What follows belongs to an exercise in optimizing a design on an open flow for small area, a short achievable clock period and few clock cycles; a production flow would make more cautious choices.
Only simulation tests tie the RTL to the original design; equivalence was not proved.
Power figures rest on the tool's default switching activity, not on a simulated workload.

v19:
==> flow/design.v <==
`default_nettype none
package ss_pkg;
	localparam int WAYS  = 3;   
	localparam int XLEN  = 16;
	localparam int PC_W  = 8;   
	localparam int REG_W = 3;
	localparam logic [3:0] OP_NOP  = 4'h0;
	localparam logic [3:0] OP_ADD  = 4'h1;
	localparam logic [3:0] OP_SUB  = 4'h2;
	localparam logic [3:0] OP_ADDI = 4'h3;
	localparam logic [3:0] OP_BNZ  = 4'h4;   
	localparam logic [3:0] OP_HALT = 4'h5;
endpackage
`default_nettype wire
`timescale 1ns/1ps
`default_nettype none
module reg_file (
	input  logic           clock,
	input  logic           reset,
	input  logic [127:0]   nxt,
	input  logic [7:0]     nxt_nz,
	output logic [127:0]   regs,
	output logic [7:0]     nz
);
	assign regs[15:0] = '0;
	assign nz[0]      = 1'b0;
	always_ff @(posedge clock) begin
		if (!reset)
			nz[7:1] <= '0;
		else
			nz[7:1] <= nxt_nz[7:1];
	end
	always_ff @(posedge clock) begin
		if (!reset)
			regs[127:16] <= '0;
		else
			regs[127:16] <= nxt[127:16];
	end
endmodule
`default_nettype wire
`timescale 1ns/1ps
`default_nettype none
module fetch_unit (
	input  logic         clock,
	input  logic         reset,
	output logic [7:0]   imem_addr,
	input  logic [47:0]  imem_data,
	input  logic [127:0] regs,
	input  logic [7:0]   reg_nz,      
	input  logic [2:0]   x_wr,        
	input  logic [8:0]   x_rd,
	input  logic [47:0]  x_sum,       
	input  logic         x_miss,      
	input  logic [7:0]   x_alt,       
	output logic [2:0]   d_valid,
	output logic [7:0]   d_pc,
	output logic [8:0]   d_rd,
	output logic [2:0]   d_alu,
	output logic [2:0]   d_sub,
	output logic [2:0]   d_halt,
	output logic [47:0]  d_a,
	output logic [47:0]  d_b,
	output logic         d_pred,      
	output logic [1:0]   d_prod,      
	output logic [2:0]   d_prs,       
	output logic [7:0]   d_alt
);
	logic [7:0]  pc;
	logic [7:0]  next_pc;
	logic        stopped;
	logic [8:0]  rd, rs1, rs2;
	logic [2:0]  is_alu, is_sub, is_addi, is_bnz, is_halt, wr, use1, use2;
	logic [47:0] imm;
	logic [23:0] target;
	logic [2:0]  bnz, unk, taken, ends, dep, valid;
	logic [5:0]  prod;                
	logic [47:0] a, b, aa, bb;
	logic        pred;
	logic [1:0]  pprod;
	logic [2:0]  prs;
	logic [7:0]  alt;
	assign imem_addr = pc;
	for (genvar w = 0; w < 3; w++) begin : g_dec
		decode_stage u_dec (
			.instr   (imem_data[16*w +: 16]),
			.rd      (rd[3*w +: 3]),
			.rs1     (rs1[3*w +: 3]),
			.rs2     (rs2[3*w +: 3]),
			.is_alu  (is_alu[w]),
			.is_sub  (is_sub[w]),
			.is_addi (is_addi[w]),
			.is_bnz  (is_bnz[w]),
			.is_halt (is_halt[w]),
			.wr      (wr[w]),
			.use1    (use1[w]),
			.use2    (use2[w]),
			.imm     (imm[16*w +: 16]),
			.target  (target[8*w +: 8])
		);
	end
	always_comb begin
		for (int w = 0; w < 3; w++) begin
			a[16*w +: 16] = regs[16*rs1[3*w +: 3] +: 16];
			b[16*w +: 16] = regs[16*rs2[3*w +: 3] +: 16];
			unk[w] = 1'b0;
			for (int k = 0; k < 3; k++) begin
				if (x_wr[k] && x_rd[3*k +: 3] == rs1[3*w +: 3]) begin
					a[16*w +: 16] = x_sum[16*k +: 16];
					unk[w] = 1'b1;
				end
				if (x_wr[k] && x_rd[3*k +: 3] == rs2[3*w +: 3])
					b[16*w +: 16] = x_sum[16*k +: 16];
			end
			aa[16*w +: 16] = is_sub[w] ? ~a[16*w +: 16] : a[16*w +: 16];
			bb[16*w +: 16] = is_addi[w] ? imm[16*w +: 16] : b[16*w +: 16];
			dep[w] = 1'b0;
			prod[2*w +: 2] = 2'b00;
			for (int j = 0; j < w; j++) begin   
				if (wr[j] && rd[3*j +: 3] == rs1[3*w +: 3]) begin
					prod[2*w +: 2] = 2'(1 << j);
					unk[w] = 1'b1;
				end
				if (wr[j] && is_alu[w] && ((use1[w] && rd[3*j +: 3] == rs1[3*w +: 3]) ||
						(use2[w] && rd[3*j +: 3] == rs2[3*w +: 3])))
					dep[w] = 1'b1;
			end
			bnz[w]   = is_bnz[w] && target[8*w +: 8] != pc + 8'(w + 1);
			unk[w]   = bnz[w] && unk[w];
			taken[w] = bnz[w] && (unk[w] || reg_nz[rs1[3*w +: 3]]);
			ends[w]  = taken[w] || is_halt[w];
		end
		valid[0] = !stopped;
		valid[1] = valid[0] && !ends[0] && !dep[1];
		valid[2] = valid[1] && !ends[1] && !dep[2];
		pred  = 1'b0;
		pprod = 2'b00;
		prs   = rs1[2:0];
		alt   = pc + 8'd1;
		for (int w = 2; w >= 0; w--) begin   
			if (valid[w] && unk[w]) begin
				pred  = 1'b1;
				pprod = prod[2*w +: 2];
				prs   = rs1[3*w +: 3];
				alt   = pc + 8'(w + 1);
			end
		end
		if (x_miss)
			next_pc = x_alt;   
		else if (valid[0] && taken[0])
			next_pc = target[7:0];
		else if (valid[1] && taken[1])
			next_pc = target[15:8];
		else if (valid[2] && taken[2])
			next_pc = target[23:16];
		else if (valid[2])
			next_pc = pc + 8'd3;
		else if (valid[1])
			next_pc = pc + 8'd2;
		else
			next_pc = pc + 8'd1;   
	end
	always_ff @(posedge clock) begin
		if (!reset) begin
			pc      <= '0;
			stopped <= 1'b0;
		end else begin
			pc      <= next_pc;
			stopped <= stopped | (|(valid & is_halt) && !x_miss);
		end
	end
	always_ff @(posedge clock) begin
		d_valid <= valid;
		d_pc    <= pc;
		d_rd    <= rd;
		d_alu   <= is_alu;
		d_sub   <= is_sub;
		d_halt  <= is_halt;
		d_a     <= aa;
		d_b     <= bb;
		d_pred  <= pred;
		d_prod  <= pprod;
		d_prs   <= prs;
		d_alt   <= alt;
		if (!reset || x_miss) begin
			d_valid <= '0;
			d_pred  <= 1'b0;
		end
	end
endmodule
`default_nettype wire
`timescale 1ns/1ps
`default_nettype none
module decode_stage (
	input  logic [15:0] instr,
	output logic [2:0]  rd,
	output logic [2:0]  rs1,
	output logic [2:0]  rs2,
	output logic        is_alu,    
	output logic        is_sub,
	output logic        is_addi,
	output logic        is_bnz,
	output logic        is_halt,
	output logic        wr,        
	output logic        use1,      
	output logic        use2,      
	output logic [15:0] imm,       
	output logic [7:0]  target     
);
	logic [3:0] op;
	assign op      = instr[15:12];
	assign rd      = instr[11:9];
	assign rs1     = instr[8:6];
	assign rs2     = instr[5:3];
	assign is_alu  = op == ss_pkg::OP_ADD || op == ss_pkg::OP_SUB || op == ss_pkg::OP_ADDI;
	assign is_sub  = op == ss_pkg::OP_SUB;
	assign is_addi = op == ss_pkg::OP_ADDI;
	assign is_bnz  = op == ss_pkg::OP_BNZ;
	assign is_halt = op == ss_pkg::OP_HALT;
	assign wr      = is_alu && rd != 3'd0;
	assign use1    = (is_alu || is_bnz) && rs1 != 3'd0;
	assign use2    = (op == ss_pkg::OP_ADD || op == ss_pkg::OP_SUB) && rs2 != 3'd0;
	assign imm     = {{10{instr[5]}}, instr[5:0]};
	assign target  = {2'b00, instr[5:0]};
endmodule
`default_nettype wire
`timescale 1ns/1ps
`default_nettype none
module exec_stage (
	input  logic [2:0]   d_valid,
	input  logic [8:0]   d_rd,
	input  logic [2:0]   d_alu,
	input  logic [2:0]   d_sub,
	input  logic [47:0]  d_a,
	input  logic [47:0]  d_b,
	input  logic [127:0] regs,
	input  logic [7:0]   reg_nz,
	output logic [127:0] nxt_regs,
	output logic [7:0]   nxt_nz,
	output logic [2:0]   x_wr,
	output logic [2:0]   x_zero,
	output logic [47:0]  sum
);
	for (genvar w = 0; w < 3; w++) begin : g_alu
		ks_add16 u_add (
			.a   (d_a[16*w +: 16]),
			.b   (d_b[16*w +: 16]),
			.inv (d_sub[w]),
			.s   (sum[16*w +: 16])
		);
	end
	always_comb begin
		for (int w = 0; w < 3; w++) begin
			x_wr[w] = d_valid[w] && d_alu[w] && d_rd[3*w +: 3] != 3'd0;
			x_zero[w] = (d_a[16*w +: 16] ^ d_b[16*w +: 16]) == (d_sub[w] ? 16'hffff :
				{d_a[16*w +: 15] | d_b[16*w +: 15], 1'b0});
		end
		nxt_regs = regs;
		nxt_nz   = reg_nz;
		for (int w = 0; w < 3; w++)
			if (x_wr[w]) begin
				nxt_regs[16*d_rd[3*w +: 3] +: 16] = sum[16*w +: 16];
				nxt_nz[d_rd[3*w +: 3]] = !x_zero[w];
			end
	end
endmodule
module ks_add16 (
	input  logic [15:0] a,
	input  logic [15:0] b,
	input  logic        inv,
	output logic [15:0] s
);
	logic [15:0] p, g;
	logic [15:0] gl [5];
	logic [15:0] pl [5];
	always_comb begin
		p = a ^ b;
		g = a & b;
		gl[0] = g;
		pl[0] = p;
		for (int l = 0; l < 4; l++) begin
			for (int i = 0; i < 16; i++) begin
				if (i >= (1 << l)) begin
					gl[l+1][i] = gl[l][i] | (pl[l][i] & gl[l][i - (1 << l)]);
					pl[l+1][i] = pl[l][i] & pl[l][i - (1 << l)];
				end else begin
					gl[l+1][i] = gl[l][i];
					pl[l+1][i] = pl[l][i];
				end
			end
		end
		s = (p ^ {16{inv}}) ^ {gl[4][14:0], 1'b0};
	end
endmodule
`default_nettype wire
`timescale 1ns/1ps
`default_nettype none
module ss_pipeline (
	input  logic         clock,
	input  logic         reset,
	output logic [7:0]   imem_addr,
	input  logic [47:0]  imem_data,
	output logic [2:0]   commit_valid,
	output logic [23:0]  commit_pc,
	output logic [2:0]   commit_wr_en,
	output logic [8:0]   commit_rd,
	output logic [47:0]  commit_data,
	output logic [2:0]   commit_stop,
	output logic         halted
);
	logic [127:0] regs;
	logic [127:0] nxt_regs;
	logic [7:0]   reg_nz;
	logic [7:0]   nxt_nz;
	logic [2:0]   x_wr;
	logic [2:0]   x_zero;
	logic [47:0]  sum;
	logic [2:0]   d_valid;
	logic [7:0]   d_pc;
	logic [8:0]   d_rd;
	logic [2:0]   d_alu;
	logic [2:0]   d_sub;
	logic [2:0]   d_halt;
	logic [47:0]  d_a;
	logic [47:0]  d_b;
	logic         d_pred;
	logic [1:0]   d_prod;
	logic [2:0]   d_prs;
	logic [7:0]   d_alt;
	logic         x_nz;
	logic         x_miss;
	assign x_nz   = d_prod != 2'b00 ? |(d_prod & ~x_zero[1:0]) : reg_nz[d_prs];
	assign x_miss = d_pred && !x_nz;
	fetch_unit u_fetch (
		.clock     (clock),
		.reset     (reset),
		.imem_addr (imem_addr),
		.imem_data (imem_data),
		.regs      (regs),
		.reg_nz    (reg_nz),
		.x_wr      (x_wr),
		.x_rd      (d_rd),
		.x_sum     (sum),
		.x_miss    (x_miss),
		.x_alt     (d_alt),
		.d_valid   (d_valid),
		.d_pc      (d_pc),
		.d_rd      (d_rd),
		.d_alu     (d_alu),
		.d_sub     (d_sub),
		.d_halt    (d_halt),
		.d_a       (d_a),
		.d_b       (d_b),
		.d_pred    (d_pred),
		.d_prod    (d_prod),
		.d_prs     (d_prs),
		.d_alt     (d_alt)
	);
	reg_file u_reg_file (
		.clock  (clock),
		.reset  (reset),
		.nxt    (nxt_regs),
		.nxt_nz (nxt_nz),
		.regs   (regs),
		.nz     (reg_nz)
	);
	exec_stage u_exec (
		.d_valid  (d_valid),
		.d_rd     (d_rd),
		.d_alu    (d_alu),
		.d_sub    (d_sub),
		.d_a      (d_a),
		.d_b      (d_b),
		.regs     (regs),
		.reg_nz   (reg_nz),
		.nxt_regs (nxt_regs),
		.nxt_nz   (nxt_nz),
		.x_wr     (x_wr),
		.x_zero   (x_zero),
		.sum      (sum)
	);
	always_ff @(posedge clock) begin
		commit_valid <= d_valid;
		commit_pc    <= {d_pc + 8'd2, d_pc + 8'd1, d_pc};
		commit_wr_en <= d_alu;
		commit_rd    <= d_rd;
		for (int w = 0; w < 3; w++)
			commit_data[16*w +: 16] <= d_alu[w] ? sum[16*w +: 16] : 16'd0;
		commit_stop  <= d_halt;
		if (!reset)
			commit_valid <= '0;
	end
	always_ff @(posedge clock) begin
		if (!reset)
			halted <= 1'b0;
		else if (|(commit_valid & commit_stop))
			halted <= 1'b1;   
	end
endmodule
`default_nettype wire
clock: 6.0 ns
lec_check: 0
cap_margin: 20
core_margin: 2
core_utilization: 40
setup_slack_margin: 3
slew_margin: 20
run.sh (not shown) runs the stock make flow with config.mk's settings and CLKGATE_MAP_FILE= SYNTH_SCRIPT=/design/flow/synth_recipe.tcl, a recipe that flattens the netlist after the stock synthesis.
Testbench counts of v19, summed over its fixed seeds: cycles 4,813.
### v19 -> v1
-- flow/design.v --
<<< v19, line 48
	input  logic [127:0] regs,
	input  logic [7:0]   reg_nz,      
	input  logic [2:0]   x_wr,        
	input  logic [8:0]   x_rd,
	input  logic [47:0]  x_sum,       
	input  logic         x_miss,      
>>> v1, line 48
	input  logic [127:0] regs,
	input  logic [7:0]   reg_nz,      
	input  logic [23:0]  x_we,        
	input  logic [47:0]  x_sum,       
	input  logic         x_miss,      
<<< v19, line 56
	output logic [7:0]   d_pc,
	output logic [8:0]   d_rd,
	output logic [2:0]   d_alu,
	output logic [2:0]   d_sub,
>>> v1, line 55
	output logic [7:0]   d_pc,
	output logic [8:0]   d_rd,
	output logic [23:0]  d_we,
	output logic [2:0]   d_alu,
	output logic [2:0]   d_sub,
<<< v19, line 105
			unk[w] = 1'b0;
			for (int k = 0; k < 3; k++) begin
				if (x_wr[k] && x_rd[3*k +: 3] == rs1[3*w +: 3]) begin
					a[16*w +: 16] = x_sum[16*k +: 16];
					unk[w] = 1'b1;
				end
				if (x_wr[k] && x_rd[3*k +: 3] == rs2[3*w +: 3])
					b[16*w +: 16] = x_sum[16*k +: 16];
			end
>>> v1, line 105
			unk[w] = 1'b0;
			for (int k = 0; k < 3; k++) begin
				if (x_we[8*k + rs1[3*w +: 3]]) begin
					a[16*w +: 16] = x_sum[16*k +: 16];
					unk[w] = 1'b1;
				end
				if (x_we[8*k + rs2[3*w +: 3]])
					b[16*w +: 16] = x_sum[16*k +: 16];
			end
<<< v19, line 173
		d_pc    <= pc;
		d_rd    <= rd;
		d_alu   <= is_alu;
		d_sub   <= is_sub;
>>> v1, line 173
		d_pc    <= pc;
		d_rd    <= rd;
		for (int w = 0; w < 3; w++)
			for (int r = 0; r < 8; r++)
				d_we[8*w + r] <= valid[w] && wr[w] && rd[3*w +: 3] == 3'(r);
		d_alu   <= is_alu;
		d_sub   <= is_sub;
<<< v19, line 184
		if (!reset || x_miss) begin
			d_valid <= '0;
			d_pred  <= 1'b0;
		end
>>> v1, line 187
		if (!reset || x_miss) begin
			d_valid <= '0;
			d_we    <= '0;
			d_pred  <= 1'b0;
		end
<<< v19, line 228
module exec_stage (
	input  logic [2:0]   d_valid,
	input  logic [8:0]   d_rd,
	input  logic [2:0]   d_alu,
	input  logic [2:0]   d_sub,
>>> v1, line 232
module exec_stage (
	input  logic [2:0]   d_valid,
	input  logic [23:0]  d_we,        
	input  logic [2:0]   d_alu,
	input  logic [2:0]   d_sub,
<<< v19, line 237
	output logic [127:0] nxt_regs,
	output logic [7:0]   nxt_nz,
	output logic [2:0]   x_wr,
	output logic [2:0]   x_zero,
	output logic [47:0]  sum
>>> v1, line 241
	output logic [127:0] nxt_regs,
	output logic [7:0]   nxt_nz,
	output logic [2:0]   x_zero,
	output logic [47:0]  sum
<<< v19, line 251
	always_comb begin
		for (int w = 0; w < 3; w++) begin
			x_wr[w] = d_valid[w] && d_alu[w] && d_rd[3*w +: 3] != 3'd0;
			x_zero[w] = (d_a[16*w +: 16] ^ d_b[16*w +: 16]) == (d_sub[w] ? 16'hffff :
				{d_a[16*w +: 15] | d_b[16*w +: 15], 1'b0});
>>> v1, line 254
	always_comb begin
		for (int w = 0; w < 3; w++) begin
			x_zero[w] = (d_a[16*w +: 16] ^ d_b[16*w +: 16]) == (d_sub[w] ? 16'hffff :
				{d_a[16*w +: 15] | d_b[16*w +: 15], 1'b0});
<<< v19, line 257
		nxt_regs = regs;
		nxt_nz   = reg_nz;
		for (int w = 0; w < 3; w++)
			if (x_wr[w]) begin
				nxt_regs[16*d_rd[3*w +: 3] +: 16] = sum[16*w +: 16];
				nxt_nz[d_rd[3*w +: 3]] = !x_zero[w];
			end
	end
endmodule
>>> v1, line 259
		nxt_regs = regs;
		nxt_nz   = reg_nz;
		for (int w = 0; w < 3; w++)   
			for (int r = 1; r < 8; r++)
				if (d_we[8*w + r]) begin
					nxt_regs[16*r +: 16] = sum[16*w +: 16];
					nxt_nz[r] = !x_zero[w];
				end
	end
endmodule
<<< v19, line 312
	logic [7:0]   reg_nz;
	logic [7:0]   nxt_nz;
	logic [2:0]   x_wr;
	logic [2:0]   x_zero;
	logic [47:0]  sum;
>>> v1, line 315
	logic [7:0]   reg_nz;
	logic [7:0]   nxt_nz;
	logic [23:0]  d_we;
	logic [2:0]   x_zero;
	logic [47:0]  sum;
<<< v19, line 338
		.regs      (regs),
		.reg_nz    (reg_nz),
		.x_wr      (x_wr),
		.x_rd      (d_rd),
		.x_sum     (sum),
		.x_miss    (x_miss),
>>> v1, line 341
		.regs      (regs),
		.reg_nz    (reg_nz),
		.x_we      (d_we),
		.x_sum     (sum),
		.x_miss    (x_miss),
<<< v19, line 346
		.d_pc      (d_pc),
		.d_rd      (d_rd),
		.d_alu     (d_alu),
		.d_sub     (d_sub),
>>> v1, line 348
		.d_pc      (d_pc),
		.d_rd      (d_rd),
		.d_we      (d_we),
		.d_alu     (d_alu),
		.d_sub     (d_sub),
<<< v19, line 366
	exec_stage u_exec (
		.d_valid  (d_valid),
		.d_rd     (d_rd),
		.d_alu    (d_alu),
		.d_sub    (d_sub),
>>> v1, line 369
	exec_stage u_exec (
		.d_valid  (d_valid),
		.d_we     (d_we),
		.d_alu    (d_alu),
		.d_sub    (d_sub),
<<< v19, line 375
		.nxt_regs (nxt_regs),
		.nxt_nz   (nxt_nz),
		.x_wr     (x_wr),
		.x_zero   (x_zero),
		.sum      (sum)
>>> v1, line 378
		.nxt_regs (nxt_regs),
		.nxt_nz   (nxt_nz),
		.x_zero   (x_zero),
		.sum      (sum)
Notes after the runs:
From v19 to v1 the numbers moved as follows: synthesis-to-finish area growth fell by 2.2 points; switching power share of the total rose by 6.7 points; final-layout fill cell count rose by 2.3%; measured slew at the worst slew-check pin rose by 61 ps. v1 has power share of the combinational group above what v19 had. Met2 routing resource usage after global routing | v1 above v19. Termination of the worst setup path = u_fetch.pc[2]: v19; termination of the worst setup path = u_fetch.d_alt[2]: v1. Of v1 and v19, the higher non-clock buffer area fraction after layout belongs to v19. Wire length after detailed routing down about 1.4% in v1 wrt v19. Final cell area: v1 above v19. Post-detailed-placement half-perimeter wirelength ends up higher on v19. Power was higher in v1 than in v19. Compared with v19, v1 shows count of sequential standard cells that has gone up by a few percent. v1 falls short of v19 in headroom to the max-slew limit. Looking at final cell count across v1 and v19, the one that comes out higher is v19.
Testbench counts of v1, summed over its fixed seeds: cycles 4,813.

-- static timing again, ports no longer ideal --
In the flow no input, the clock included, has a driving cell. The finished layouts below were timed again as built, in two steps.
Step 1 assumes that a clkbuf_16 drives the clock port and a buf_2 every other input.
Step 2, shift: input delay + t, output delay - t, t = (earliest + latest rising clock arrival at the registers) / 2. This alone moves slack from input paths to output paths.
Slacks: ideal ports / drivers / drivers and shift; pairs: ideal ports / drivers.
run	t (ns)	setup slack, ns	worst setup path after step 2	worst data-port slew with drivers (ns)
v19	0.671	2.818 / 2.763 / 2.092	input to register	0.18
v1	0.684	2.859 / 2.724 / 2.040	input to register	0.21
After both steps every run listed still meets setup and hold. The setup slack of v1, which loses most, moves by -0.135 ns with the drivers and by -0.819 ns with both steps.
